Source: an optimization exercise on an open RTL-to-GDS flow (aim: small area and a short achievable clock period). Production flows keep margins and buffers that such runs may drop. In this exercise RTL edits were held to simulation tests only and were not proved equivalent to the original. Power figures rest on the tool's default switching activity, not on a simulated workload.

## flow/flow/run.sh

```bash
#!/bin/bash
# Layout flow: the standard ORFS flow (standard.sh) with two changes:
# port buffers of a fast, resizable buffer cell, and a clock tree of
# clkbuf_16 cells over sink clusters of at most 25 flops without dummy loads.
# Each tool's full output stays in orfs/logs; make's own output goes to
# flow_make.log in this folder.
set -euo pipefail
cd "$(dirname "$0")/.."
bash standard.sh \
   "BUFFER_PORTS_ARGS=-buffer_cell sky130_fd_sc_hd__buf_4" \
   "CTS_ARGS=-sink_clustering_enable -repair_clock_nets -dont_use_dummy_load -root_buf sky130_fd_sc_hd__clkbuf_16 -buf_list sky130_fd_sc_hd__clkbuf_16 -sink_clustering_size 25 -sink_clustering_max_diameter 70" \
   finish > flow_make.log 2>&1
```

## flow/config.mk

```make
export PLATFORM = sky130hd
export DESIGN_NAME = fir_tap_regfile
export DESIGN_NICKNAME = fir_tap_regfile
export VERILOG_FILES = /design/flow/design.v
export SDC_FILE = /design/flow/constraint.sdc
export NUM_CORES = 4
export LEC_CHECK = 0
export CAP_MARGIN = 20
export CORE_MARGIN = 2
export CORE_UTILIZATION = 60
export GPL_TIMING_DRIVEN = 0
export PLACE_DENSITY = 0.7
export SETUP_SLACK_MARGIN = 2.6
export SLEW_MARGIN = 20
export SYNTH_HIERARCHICAL = 1
export SYNTH_MEMORY_MAX_BITS = 8192
export TNS_END_PERCENT = 20
```

## flow/design.v

```verilog
package fir_rf_pkg;
   localparam logic WMODE_ABS  = 1'b0;
   localparam logic WMODE_PUSH = 1'b1;
   localparam logic RMODE_ABS  = 1'b0;
   localparam logic RMODE_TAP  = 1'b1;
   localparam int DEF_WIDTH = 16;
   localparam int DEF_DEPTH = 64;
   localparam int DEF_NCH   = 4;
endpackage
module fir_rf_ptr
#(
   parameter int DEPTH  = fir_rf_pkg::DEF_DEPTH,
   parameter int ADDR_W = $clog2(DEPTH)
) (
   input  logic              clk2,
   input  logic              rst,
   input  logic              push_i,
   input  logic              clr_i,
   input  logic [ADDR_W-1:0] tap_i,
   output logic [ADDR_W-1:0] head_o,
   output logic [7:0]        phys_lo_o,
   output logic [7:0]        phys_hi_o,
   output logic              tap_hit_o,
   output logic              full_o
);
   localparam logic [ADDR_W:0] FULL_CNT = (ADDR_W+1)'(DEPTH);
   logic [ADDR_W-1:0] head_q, head_d;
   logic [ADDR_W:0]   count_q, count_d;
   logic              full_q, full_d;
   always_ff @(posedge clk2) begin
      if (rst) begin
         head_q  <= '0;
         count_q <= '0;
         full_q  <= 1'b0;
      end else begin
         head_q  <= head_d;
         count_q <= count_d;
         full_q  <= full_d;
      end
   end
   always_comb begin
      head_d  = head_q;
      count_d = count_q;
      if (clr_i) begin
         head_d  = '0;
         count_d = '0;
      end else if (push_i) begin
         head_d = head_q + ADDR_W'(1);
         if (count_q != FULL_CNT) begin
            count_d = count_q + (ADDR_W+1)'(1);
         end
      end
      full_d = (count_d == FULL_CNT);
   end
   logic [3:0] s_lo;
   logic [2:0] s_hi;
   assign s_lo = {1'b0, head_q[2:0]} + {1'b0, ~tap_i[2:0]};
   assign s_hi = head_q[5:3] + ~tap_i[5:3];
   always_comb begin
      for (int k = 0; k < 8; k++) begin
         phys_lo_o[k] = (s_lo[2:0] == 3'(k));
         phys_hi_o[k] = s_lo[3] ? (s_hi == 3'(k - 1)) : (s_hi == 3'(k));
      end
   end
   assign head_o    = head_q;
   assign tap_hit_o = ({1'b0, tap_i} < count_q);
   assign full_o    = full_q;
endmodule
module fir_rf_sel8 (
   input  logic [7:0] s,
   input  logic [7:0] d,
   output logic       y
);
   assign y = |(s & d);
endmodule
module fir_rf_aoi22 (
   input  logic a0, b0, a1, b1,
   output logic y
);
   assign y = ~((a0 & b0) | (a1 & b1));
endmodule
module fir_rf_nand #(parameter int N = 4) (
   input  logic [N-1:0] a,
   output logic         y
);
   assign y = ~(&a);
endmodule
module fir_rf_nor #(parameter int N = 2) (
   input  logic [N-1:0] a,
   output logic         y
);
   assign y = ~(|a);
endmodule
module fir_tap_regfile
#(
   parameter int WIDTH  = fir_rf_pkg::DEF_WIDTH,
   parameter int DEPTH  = fir_rf_pkg::DEF_DEPTH,
   parameter int NCH    = fir_rf_pkg::DEF_NCH,
   parameter int ADDR_W = $clog2(DEPTH),
   parameter int CH_W   = (NCH > 1) ? $clog2(NCH) : 1
) (
   input  logic                    clk2,
   input  logic                    rst,
   input  logic                    wen,
   input  logic                    wmode,
   input  logic [CH_W-1:0]         wch,
   input  logic [ADDR_W-1:0]       waddr,
   input  logic signed [WIDTH-1:0] din,
   input  logic                    ren,
   input  logic                    rmode,
   input  logic [CH_W-1:0]         rch,
   input  logic [ADDR_W-1:0]       raddr,
   output logic signed [WIDTH-1:0] dout,
   output logic                    dout_vld,
   input  logic                    clr,
   input  logic [CH_W-1:0]         clr_ch,
   output logic [NCH-1:0]          full
);
   localparam int NENT = NCH * DEPTH;           
   localparam int NGRP = NENT / 8;              
   logic [ADDR_W-1:0]       head_w [NCH];
   logic [7:0]              plo_w [NCH];
   logic [7:0]              phi_w [NCH];
   logic [NCH-1:0]          tap_hit_w;
   logic signed [WIDTH-1:0] dout_q, dout_d;
   logic                    vld_q;
   logic                    rd_go;
   logic                    abs_bypass;
   logic                    byp_sel;
   logic                    hold_sel;
   logic [WIDTH-1:0]        word_q [NENT];
   logic [7:0]              gsel_lo [NCH];      
   logic [NGRP-1:0]         gsel_hi;            
   logic [7:0]              alo, ahi;
   always_comb begin
      for (int k = 0; k < 8; k++) begin
         alo[k] = (raddr[2:0] == 3'(k));
         ahi[k] = (raddr[5:3] == 3'(k));
      end
   end
   assign abs_bypass = (rmode == fir_rf_pkg::RMODE_ABS) && wen && (wmode == fir_rf_pkg::WMODE_ABS) &&
                       (wch == rch) && (waddr == raddr);
   assign rd_go    = ren && !rst;
   assign byp_sel  = rd_go && abs_bypass;
   assign hold_sel = !ren && !rst;
   for (genvar c = 0; c < NCH; c++) begin : g_ch
      logic              push_c;
      logic              clr_c;
      logic              wsel_c;
      logic [ADDR_W-1:0] wa_c;
      logic              rsel_c;
      assign clr_c  = clr && (clr_ch == CH_W'(c));
      assign wsel_c = wen && !rst && (wch == CH_W'(c));
      assign push_c = wen && (wmode == fir_rf_pkg::WMODE_PUSH) && (wch == CH_W'(c));
      fir_rf_ptr #(.DEPTH(DEPTH), .ADDR_W(ADDR_W)) u_ptr (
         .clk2      (clk2),
         .rst       (rst),
         .push_i    (push_c),
         .clr_i     (clr_c),
         .tap_i     (raddr),
         .head_o    (head_w[c]),
         .phys_lo_o (plo_w[c]),
         .phys_hi_o (phi_w[c]),
         .tap_hit_o (tap_hit_w[c]),
         .full_o    (full[c])
      );
      assign wa_c = (wmode == fir_rf_pkg::WMODE_PUSH) ? head_w[c] : waddr;
      assign rsel_c = rd_go && (rch == CH_W'(c)) && !abs_bypass &&
                      ((rmode == fir_rf_pkg::RMODE_ABS) || tap_hit_w[c]);
      assign gsel_lo[c] = (rmode == fir_rf_pkg::RMODE_TAP) ? plo_w[c] : alo;
      assign gsel_hi[c*8 +: 8] = ((rmode == fir_rf_pkg::RMODE_TAP) ? phi_w[c] : ahi) & {8{rsel_c}};
      for (genvar a = 0; a < DEPTH; a++) begin : g_word
         logic we;
         assign we = wsel_c && (wa_c == ADDR_W'(a)) &&
                     ((wmode == fir_rf_pkg::WMODE_ABS) || !clr_c);
         always_ff @(posedge clk2) begin
            if (we) begin
               word_q[c*DEPTH+a] <= din;
            end
         end
      end
   end
   for (genvar b = 0; b < WIDTH; b++) begin : g_bit
      logic [NGRP-1:0]   g8;       
      logic [NGRP/8-1:0] g64;      
      logic [NGRP/16-1:0] g128_n;  
      logic              ext_n;    
      for (genvar g = 0; g < NGRP; g++) begin : g_grp
         logic [7:0] d;
         for (genvar i = 0; i < 8; i++) begin : g_d
            assign d[i] = word_q[8*g+i][b];
         end
         fir_rf_sel8 u_sel (.s (gsel_lo[g/8]), .d (d), .y (g8[g]));
      end
      for (genvar q = 0; q < NGRP/8; q++) begin : g_q
         fir_rf_sel8 u_sel (.s (gsel_hi[8*q +: 8]), .d (g8[8*q +: 8]), .y (g64[q]));
      end
      for (genvar h = 0; h < NGRP/16; h++) begin : g_h
         fir_rf_nor #(.N(2)) u_nor (.a (g64[2*h +: 2]), .y (g128_n[h]));
      end
      fir_rf_aoi22 u_ext (
         .a0 (byp_sel),  .b0 (din[b]),
         .a1 (hold_sel), .b1 (dout_q[b]),
         .y  (ext_n)
      );
      fir_rf_nand #(.N(3)) u_out (.a ({ext_n, g128_n}), .y (dout_d[b]));
   end
   always_ff @(posedge clk2) begin
      dout_q <= dout_d;
   end
   always_ff @(posedge clk2) begin
      if (rst) begin
         vld_q <= 1'b0;
      end else begin
         vld_q <= ren;
      end
   end
   assign dout     = dout_q;
   assign dout_vld = vld_q;
endmodule
```

## flow/constraint.sdc

```tcl
create_clock -name core_clock -period 5.0 [get_ports {clk2}]
set_input_delay 1.0000 -clock core_clock [delete_from_list [all_inputs] [get_ports {clk2}]]
set_output_delay 1.0000 -clock core_clock [all_outputs]
set_load 0.01 [all_outputs]
```

## flow/standard.sh

```bash
#!/bin/bash
# synth_recipe.tcl (not shown) runs the flow's synth.tcl, then flattens the netlist and writes it again
# the make line also repeats each setting of config.mk as NAME=value (left out here)
make -C /OpenROAD-flow-scripts/flow DESIGN_CONFIG=/design/flow/config.mk WORK_HOME=/design/flow/orfs CLKGATE_MAP_FILE= SYNTH_SCRIPT=/design/flow/synth_recipe.tcl "${@:-finish}"
```

==> summary.txt <==
registers in the layout (all words and copies together), names as in the netlist:
signal / flops
dout_q: 16
g_ch.u_ptr.count_q: 28
g_ch.u_ptr.full_q: 4
g_ch.u_ptr.head_q: 24
vld_q: 1
word_q: 4096
cells by family after synthesis:
group	count (synthesis)	synth area share, %
fa+ha+maj	56	0.4995
xor+xnor	68	0.3910
flops	4169	81.72
mux	8	0.05258
simple gates	1334	4.670
buf+inv	110	0.3565
compound gates	2508	12.31
final cells by class:
type	instances	area [um^2]	share of cell area [%]
sequential	4169	124500	70.46
multi-input combinational	4017	32150	18.20
timing repair buffer	703	10300	5.833
clock buffer	194	4855	2.748
tap	3348	4189	2.371
buffer	49	379.1	0.2146
inverter	61	241.5	0.1367
antenna	25	62.56	0.03541
power by group through the flow:
stage	clock, mW	combinational [mW]	sequential, mW
after floorplan	0	1.55	39.2
after global placement	0	3.09	39.2
after detailed placement	0	3.45	39.2
after CTS	16.8	3.92	38.4
after global routing	18.0	4.30	38.4
final	16.8	4.18	38.4
modules after synthesis (local to each module, per instance), a selection:
module,copies in the design,cell area (um^2)
fir_rf_sel8,576,36.28
fir_tap_regfile,1,126500
fir_rf_aoi22,16,12.51
final timing paths:
path	from	endpoint	slack (ns)	cells past startpoint
max reg2reg	g_ch[2].u_ptr.head_q[0]	dout_q[5]	0.96	14
min	din[1]	word_q[156][1]	0.40	1
min reg2reg	g_ch[0].u_ptr.count_q[6]	g_ch[0].u_ptr.count_q[6]	0.55	2
max	rmode	dout_q[5]	0.94	12
layout by cell type (no fill, tap or decap), drive strengths merged, types with 61 or more instances in the layout:
cell and count:
a21o 71, a21oi 64, a22oi 2324, buf 714, clkbuf 215, dfxtp 73, edfxtp 4096, inv 61
nand2 178, nand4 598, nor2 397
worst max-delay path, delay by kind of cell:
family,cells,cell delay [ns]
simple gates,4,1.43
buf+inv,5,1.41
compound gates,3,0.93
layer usage:
layer | global-route usage [%] | vias up | part of all wire, %
met1 | 47.46 | 46380 | 35
met4 | 16.98 | 16 | 5.9
li1 | - | 37290 | -
met3 | 6.991 | 1221 | 13
met5 | 0 | - | 0.025
met2 | 53.00 | 7162 | 46
repair_timing:
action,CTS,global route
pin swaps,147,170
gates cloned,71,16
buffers inserted,155,141
setup endpoints to repair,4114,3289
hold endpoints to repair,0,0
resized for setup,395,172
per-stage QoR:
stage	hold slack (ns)	worst slack, ns	area (um^2)
finish	0.3978	0.9401	176700
global route	0.3777	0.9838	176600
CTS	0.3501	1.238	174100
detailed placement	0.5334	-0.7791	164300
global placement	0.5237	-0.8031	158200
floorplan	0.4905	1.646	153600
==> impl_metrics.toml <==
[pwr]
power_frac_comb_pct = 7.0
p_int_mw = 46.51
p_leak_nw = 53.26
power_density_mw_per_mm2 = 336.0
finalPower_mw = 59.35
p_sw_share_pct = 21.64
power_frac_seq_pct = 64.6
clkPwrFrac_pct = 28.3
switchingPower_mw = 12.84
ir_drop_uv = 386.5

[global_route]
overflow = 0
grtUsageTotal_pct = 34.40
antenna_found_initial = 34
grt_pass1_wl_um = 628300
grt_pass1_vias = 85770
grt_start_max_net_pins = 129

[synthesis]
syn_area_mm2 = 0.1523
ys_ff_latch = 4169
synth_commonest_cells = "4096 x edfxtp_1, 2308 x a22oi_1, 594 x nand4_1, 376 x nor2_1, 162 x nand2_1"
ys.warnings.count = 15
synth_most_common_cell = "edfxtp_1"
synth_largest_area_cell = "edfxtp_1"
synth_ff_type = "edfxtp_1"
yosysUniqueCellTypes = 56
avgSynthCellArea_um2 = 18.45
netlist_instances = 8253
synth_top_cell_area_share_pct = 80.76
synthArstFlopShare_pct = 0
synth.area.top_cells = "edfxtp_1 81%, a22oi_1 11%, nand4_1 2.4%, dfxtp_1 0.96%, nor2_1 0.93%"
yosysSeqAreaShare_pct = 81.72
syn-num-nets = 8350
synth_edf_count = 4096

[clock_network]
insertion_delay_ns = 0.92
cts_made_buffers = 194
path_clk_slew_ns = 0.09
clock_path_buffers = 3
cts_root_buf = "clkbuf_16"
htree_levels = 4
tritoncts = "built"
numClockSinks = 4169
postCtsHoldBufs = 0

[routing]
drc = 0
finalWirelength_um = 458900
viasPerCell = 7.327
routedWlPerCell_um = 36.52
final_antenna_net_count = 0
drtIter0Drc = 15400
via_count = 92070
first_pass_iters = 8

[timing]
setup_tns_ns = 0
max_freq_ghz = 0.2463
period_needed_ns = 4.060
finalCritPeriodShare_pct = 81.20
slew_headroom_pct = 14.42
final_hold_viol_count = 0
rsz0062_at_grt = "yes"
tightest_slew_ns = 1.274
slew_viol_final = 0
skew_ns = 0.08259
setup_violations = 0

[worst_setup_path]
critPathLaunchType = "input port"
path_max_fanout = 18
arrival_ns = 4.83
critical-path-max-stage-delay_ns = 0.56
cp.required_ns = 5.77
cp_slowest_cell = "nand4_1"
path_class = "in -> reg"
path_cells = "buf_4 -> clkbuf_1 -> buf_2 -> a21o_4 -> buf_16 -> buf_16 -> a22oi_1 -> nand4_1 -> a22oi_2 -> nand4_1 -> nor2_4 -> nand3_2"
cp-end-kind = "flip-flop"

[die]
core_area_mm2 = 0.2519
rows = 184
dieArea_mm2 = 0.2579
die_h_um = 507.8
ios = 62
die_width_um = 507.8
start_util_pct = 60.47

[final_layout]
area_growth_pct = 15.99
nFillCells = 15100
fin_util_pct = 70.14
layoutNonFillerInstCount = 12570
nets = 9292
drive_gt1_share_pct = 18.88

[hold_path]
hp-class = "in -> reg"

[place]
placed_cells = 11960
numPortBuffers = 61
dp_hpwl_um = 249600
gp_congestion = 0.9078

[status]
outcome = "no timing/DRC/antenna violations"

[run]
maxCapViolations = 0

[separate check: timing with driven ports]
The results above use ideal ports. As a check the final layout listed here was re-extracted and re-timed, cells and wires unchanged.
Step 1: set_driving_cell puts a clkbuf_16 on clk2 and a buf_2 on each other input, an assumption about the parent block.
Step 2 times the ports against the registers' clock, not the clock port: input delays grow and output delays shrink by t, the midpoint of the rising clock arrivals with the driver on.
Three values: ideal, step 1, step 2; two values: the first two.
shift t [ns]: 0.987
slack for setup (ns): 0.940 / 0.851 / -0.136
worst data-port slew with drivers (ns): 0.23
With both steps, setup timing fails in this run, where it was met with ideal ports. For this run, drivers alone change the setup slack by -0.089 ns; drivers and shift together by -1.076 ns.
